Background: an optimization exercise with open tools, aiming at small area. Do not read the settings as production practice. Function was checked by simulation only, so behaviour that the tests miss may differ from the original. Power and IR drop assume default switching activity.

// sd_dump_top
module sd_dump_top (
   input  logic clk,
   input  logic reset,
   output logic uart_txd,
   output logic sd_cs,
   output logic sd_sclk,
   output logic sd_mosi,
   input  logic sd_miso,
   output logic done,
   output logic sd_error
);
==> module sd_dump_top, before the edit <==
module sd_dump_top (
   input  logic clk,
   input  logic reset,
   output logic uart_txd,
   output logic sd_cs,
   output logic sd_sclk,
   output logic sd_mosi,
   input  logic sd_miso,
   output logic done,
   output logic sd_error
);
   typedef enum logic [3:0] {
      S_PWR  = 4'd0,    
      S_CMD  = 4'd1,    
      S_R1   = 4'd2,    
      S_TOK  = 4'd3,    
      S_RD   = 4'd4,    
      S_RCRC = 4'd5,    
      S_WS   = 4'd6,    
      S_WCRC = 4'd7,    
      S_INS  = 4'd8,    
      S_UW   = 4'd9,    
      S_UT   = 4'd10,   
      S_WW   = 4'd11,   
      S_WG   = 4'd12,   
      S_ERR  = 4'd13,   
      S_HALT = 4'd14,   
      S_BUSY = 4'd15    
   } state_t;
   state_t      state;
   logic [8:0]  ph;        
   logic [8:0]  k;         
   logic [1:0]  cmd;       
   logic        pass2;     
   logic        act;       
   logic [7:0]  sr;        
   logic [4095:0] line;
   logic        tick;      
   logic        slot;      
   logic        uwin;      
   logic [7:0]  line_out;
   logic [5:0]  cmd_idx;
   localparam logic [7:0] CMD_END = 8'h95;    
   assign act      = !state[3] || state == S_BUSY;
   assign tick     = (ph[4:0] == 5'd31);
   assign uwin     = tick && ph[5];
   assign slot     = (ph == k);
   assign line_out = line[4095:4088];
   always_comb begin
      case (cmd)
         2'd0:    cmd_idx = 6'd0;
         2'd1:    cmd_idx = 6'd1;
         2'd2:    cmd_idx = 6'd17;
         default: cmd_idx = 6'd24;
      endcase
   end
   always_ff @(posedge clk) begin
      line <= {line[4087:0], (state == S_INS && slot) ? sr : line_out};
   end
   always_ff @(posedge clk) begin
      if (reset) begin
         ph       <= '0;
         state    <= S_PWR;
         k        <= '0;
         cmd      <= 2'd0;
         pass2    <= 1'b0;
         sd_sclk  <= 1'b0;
         sd_cs    <= 1'b1;
         uart_txd <= 1'b1;
         done     <= 1'b0;
         sd_error <= 1'b0;
      end else begin
         ph <= ph + 9'd1;
         sd_sclk <= act && !ph[1];
         if (act && ph[1:0] == 2'd2) begin
            sr <= {sr[6:0], sd_miso};
         end
         if (state == S_UT) begin
            case (ph[5:2])
               4'd0:    uart_txd <= 1'b0;
               4'd1:    uart_txd <= sr[0];
               4'd2:    uart_txd <= sr[1];
               4'd3:    uart_txd <= sr[2];
               4'd4:    uart_txd <= sr[3];
               4'd5:    uart_txd <= sr[4];
               4'd6:    uart_txd <= sr[5];
               4'd7:    uart_txd <= sr[6];
               4'd8:    uart_txd <= sr[7];
               default: uart_txd <= 1'b1;
            endcase
         end else begin
            uart_txd <= 1'b1;
         end
         case (state)
            S_PWR: if (tick && ph[8:5] == 4'd9) begin
               sd_cs <= 1'b0;
               state <= S_CMD;
            end
            S_CMD: if (tick) begin
               k <= k + 9'd1;
               if (k[2:0] == 3'd6) state <= S_R1;
            end
            S_R1: if (tick) begin
               k  <= '0;
               if (sr != 8'hFF) begin
                  case (cmd)
                     2'd0: begin
                        if (sr == 8'h01) cmd <= 2'd1;
                        state <= S_CMD;
                     end
                     2'd1: begin
                        if (sr == 8'h00) begin
                           cmd   <= 2'd2;
                           state <= S_CMD;
                        end else if (sr == 8'h01) begin
                           state <= S_CMD;
                        end else begin
                           state <= S_ERR;
                        end
                     end
                     2'd2: state <= (sr == 8'h00) ? S_TOK : S_ERR;
                     default: begin
                        k     <= '1;
                        state <= (sr == 8'h00) ? S_WCRC : S_ERR;
                     end
                  endcase
               end
            end
            S_TOK: if (tick) begin
               if (sr == 8'hFE) begin
                  state <= S_RD;
               end else if (sr != 8'hFF) begin
                  state <= S_ERR;
               end
            end
            S_RD: if (tick) begin
               state <= pass2 ? S_UW : S_INS;
            end
            S_RCRC: if (tick) begin
               k  <= k + 9'd1;
               if (k[0]) begin
                  k <= '0;
                  if (pass2) begin
                     sd_cs <= 1'b1;
                     done  <= 1'b1;
                     state <= S_HALT;
                  end else begin
                     cmd   <= 2'd3;
                     state <= S_CMD;
                  end
               end
            end
            S_INS: if (slot) state <= S_UW;
            S_UW:  if (uwin) state <= S_UT;
            S_UT:  if (uwin) begin
               k     <= k + 9'd1;
               state <= (k == 9'd511) ? S_RCRC : S_RD;
            end
            S_WW: if (slot) begin
               sr    <= line_out;
               state <= S_WG;
            end
            S_WG: if (tick) begin
               state <= S_WS;
            end
            S_WS: if (tick) begin
               k <= k + 9'd1;
               if (k[8:0] == 9'd511) begin
                  state <= S_WCRC;
               end else begin
                  state <= S_WW;
               end
            end
            S_WCRC: if (tick) begin
               k  <= k + 9'd1;
               if (k[8]) begin
                  state <= S_WW;
               end else if (k[1]) begin
                  state <= (sr[4:0] == 5'b00101) ? S_BUSY : S_ERR;
               end
            end
            S_BUSY: if (tick) begin
               if (sr == 8'hFF) begin
                  k     <= '0;
                  cmd   <= 2'd2;
                  pass2 <= 1'b1;
                  state <= S_CMD;
               end
            end
            S_ERR: begin
               sd_error <= 1'b1;
               state    <= S_HALT;
            end
            default: ;
         endcase
      end
   end
   always_comb begin
      case (state)
         S_CMD: begin
            case (k[2:0])
               3'd0:    sd_mosi = 1'b1;
               3'd1: begin
                  case (ph[4:2])
                     3'd0:    sd_mosi = 1'b0;
                     3'd1:    sd_mosi = 1'b1;
                     default: sd_mosi = cmd_idx[3'd7 - ph[4:2]];
                  endcase
               end
               3'd6:    sd_mosi = CMD_END[3'd7 - ph[4:2]];
               default: sd_mosi = 1'b0;
            endcase
         end
         S_WS:    sd_mosi = sr[7] || (k[8:0] == 9'd255);
         S_WCRC:  sd_mosi = !(k[8] && ph[4:2] == 3'd7);
         default: sd_mosi = 1'b1;
      endcase
   end
endmodule
Settings: LEC_CHECK=0, CAP_MARGIN=20, CORE_MARGIN=2, CORE_UTILIZATION=70, PLACE_DENSITY=0.75, SLEW_MARGIN=20, SYNTH_MEMORY_MAX_BITS=8192; clock period 10.0 ns.
standard.sh (not shown) runs the stock make flow with config.mk's settings and CLKGATE_MAP_FILE= SYNTH_SCRIPT=/design/flow/synth_recipe.tcl, a recipe that flattens the netlist after the stock synthesis.
==> flow/flow/run.sh <==
#!/bin/bash
# Layout: the standard flow (standard.sh) with clock tree synthesis run without
# dummy loads and with larger sink clusters.  The attempts below go from the
# smallest clock tree to the safest; the first whose flip-flop clock pins all
# have a slew under CLK_SLEW_MAX (ns, measured on the finished layout) is kept.
# Each attempt's make output is in flow_attemptN.log, its ORFS logs in
# logs_attemptN/ when it is not the one kept.
set -uo pipefail
cd "$(dirname "$0")/.."
CLK_SLEW_MAX=0.124
# Port buffers: the smallest buffer is enough for these ports
export BUFFER_PORTS_ARGS="-buffer_cell sky130_fd_sc_hd__buf_1"
CTS_BASE="-sink_clustering_enable -repair_clock_nets -dont_use_dummy_load"
ATTEMPTS=(
  "CORE_UTILIZATION=70 PLACE_DENSITY=0.75|-sink_clustering_size 21 -sink_clustering_max_diameter 50 -buf_list {sky130_fd_sc_hd__clkbuf_8}"
  "CORE_UTILIZATION=70 PLACE_DENSITY=0.75|-sink_clustering_size 20 -sink_clustering_max_diameter 50 -buf_list {sky130_fd_sc_hd__clkbuf_8}"
  "CORE_UTILIZATION=70 PLACE_DENSITY=0.75|-sink_clustering_size 19 -sink_clustering_max_diameter 50 -buf_list {sky130_fd_sc_hd__clkbuf_8}"
  "CORE_UTILIZATION=70 PLACE_DENSITY=0.75|-sink_clustering_size 14 -sink_clustering_max_diameter 40 -buf_list {sky130_fd_sc_hd__clkbuf_8}"
)
n=0
last=$(( ${#ATTEMPTS[@]} - 1 ))
for a in "${ATTEMPTS[@]}"; do
  knobs=${a%%|*}
  cts=${a#*|}
  rm -rf orfs out/final.def
  echo "attempt $n: $knobs; CTS: $cts" | tee -a flow_attempts.txt
  if CTS_ARGS="$CTS_BASE $cts" bash standard.sh $knobs finish > flow_attempt$n.log 2>&1 \
     && [[ -f out/final.def ]]; then
    RES=orfs/results/sky130hd/sd_dump_top/base openroad -no_init -exit flow/clkslew.tcl \
      > clkslew_attempt$n.log 2>&1
    slew=$(sed -n 's/^CLKSLEW //p' clkslew_attempt$n.log)
    echo "attempt $n: clock-pin slew ${slew:-unknown}" | tee -a flow_attempts.txt
    if [[ -n "$slew" ]] && awk -v s="$slew" -v m="$CLK_SLEW_MAX" 'BEGIN{exit !(s < m)}'; then
      exit 0
    fi
    if [[ $n -eq $last ]]; then
      exit 0
    fi
  else
    echo "attempt $n: flow failed" | tee -a flow_attempts.txt
  fi
  [[ -d orfs/logs ]] && mv orfs/logs logs_attempt$n
  n=$((n + 1))
done
exit 1
Other scripts of this flow, unchanged in this note and not shown: flow/flow/clkslew.tcl
Rerun with:
--- a/flow/design.v
+++ b/flow/design.v
@@ -115,11 +115,15 @@
          end else begin
             uart_txd <= 1'b1;
          end
          case (state)
-            S_PWR: if (tick && ph[8:5] == 4'd9) begin
-               sd_cs <= 1'b0;
-               state <= S_CMD;
+            S_PWR: if (tick) begin
+               k  <= k + 9'd1;
+               if (k[3:0] == 4'd9) begin
+                  k     <= '0;
+                  sd_cs <= 1'b0;
+                  state <= S_CMD;
+               end
             end
             S_CMD: if (tick) begin
                k <= k + 9'd1;
                if (k[2:0] == 3'd6) state <= S_R1;
@@ -151,8 +155,9 @@
                end
             end
             S_TOK: if (tick) begin
                if (sr == 8'hFE) begin
+                  k     <= '0;
                   state <= S_RD;
                end else if (sr != 8'hFF) begin
                   state <= S_ERR;
                end
Outcome: The changed run completed without violations. Register-to-register slack gets better by 0.18 ns. Sequential power stays flat. Sequential share of layout area is about the same. Global-route usage goes down by 0.19 points. Synthesized area stays flat. Hold slack is worse by 0.012 ns. Maximum frequency stays flat.

-- what the ideal ports hide --
No port has a modelled driver above. Below, the same layouts with a new extraction and two added sets of constraints.
Step 1 sets driving cells, clkbuf_16 on the clock port and buf_2 on the other inputs (assumed; they add their load-dependent delay and slew).
Step 2 times the ports against the registers' clock, not the clock port: input delays grow and output delays shrink by t, the midpoint of the rising clock arrivals with the driver on.
Three values: ideal, step 1, step 2; two values: the first two.
run	shift t [ns]	setup WS [ns]	hold slack, ns	clock arrival spread, ns	worst slew at a driven data input, ns
the first run	0.922	4.840 / 4.772 / 5.694	0.280 / 0.280 / 0.280	0.091 / 0.091	0.04
the second run	0.922	4.838 / 4.772 / 5.694	0.269 / 0.269 / 0.269	0.086 / 0.086	0.04
After both steps setup and hold are still met in every run listed.
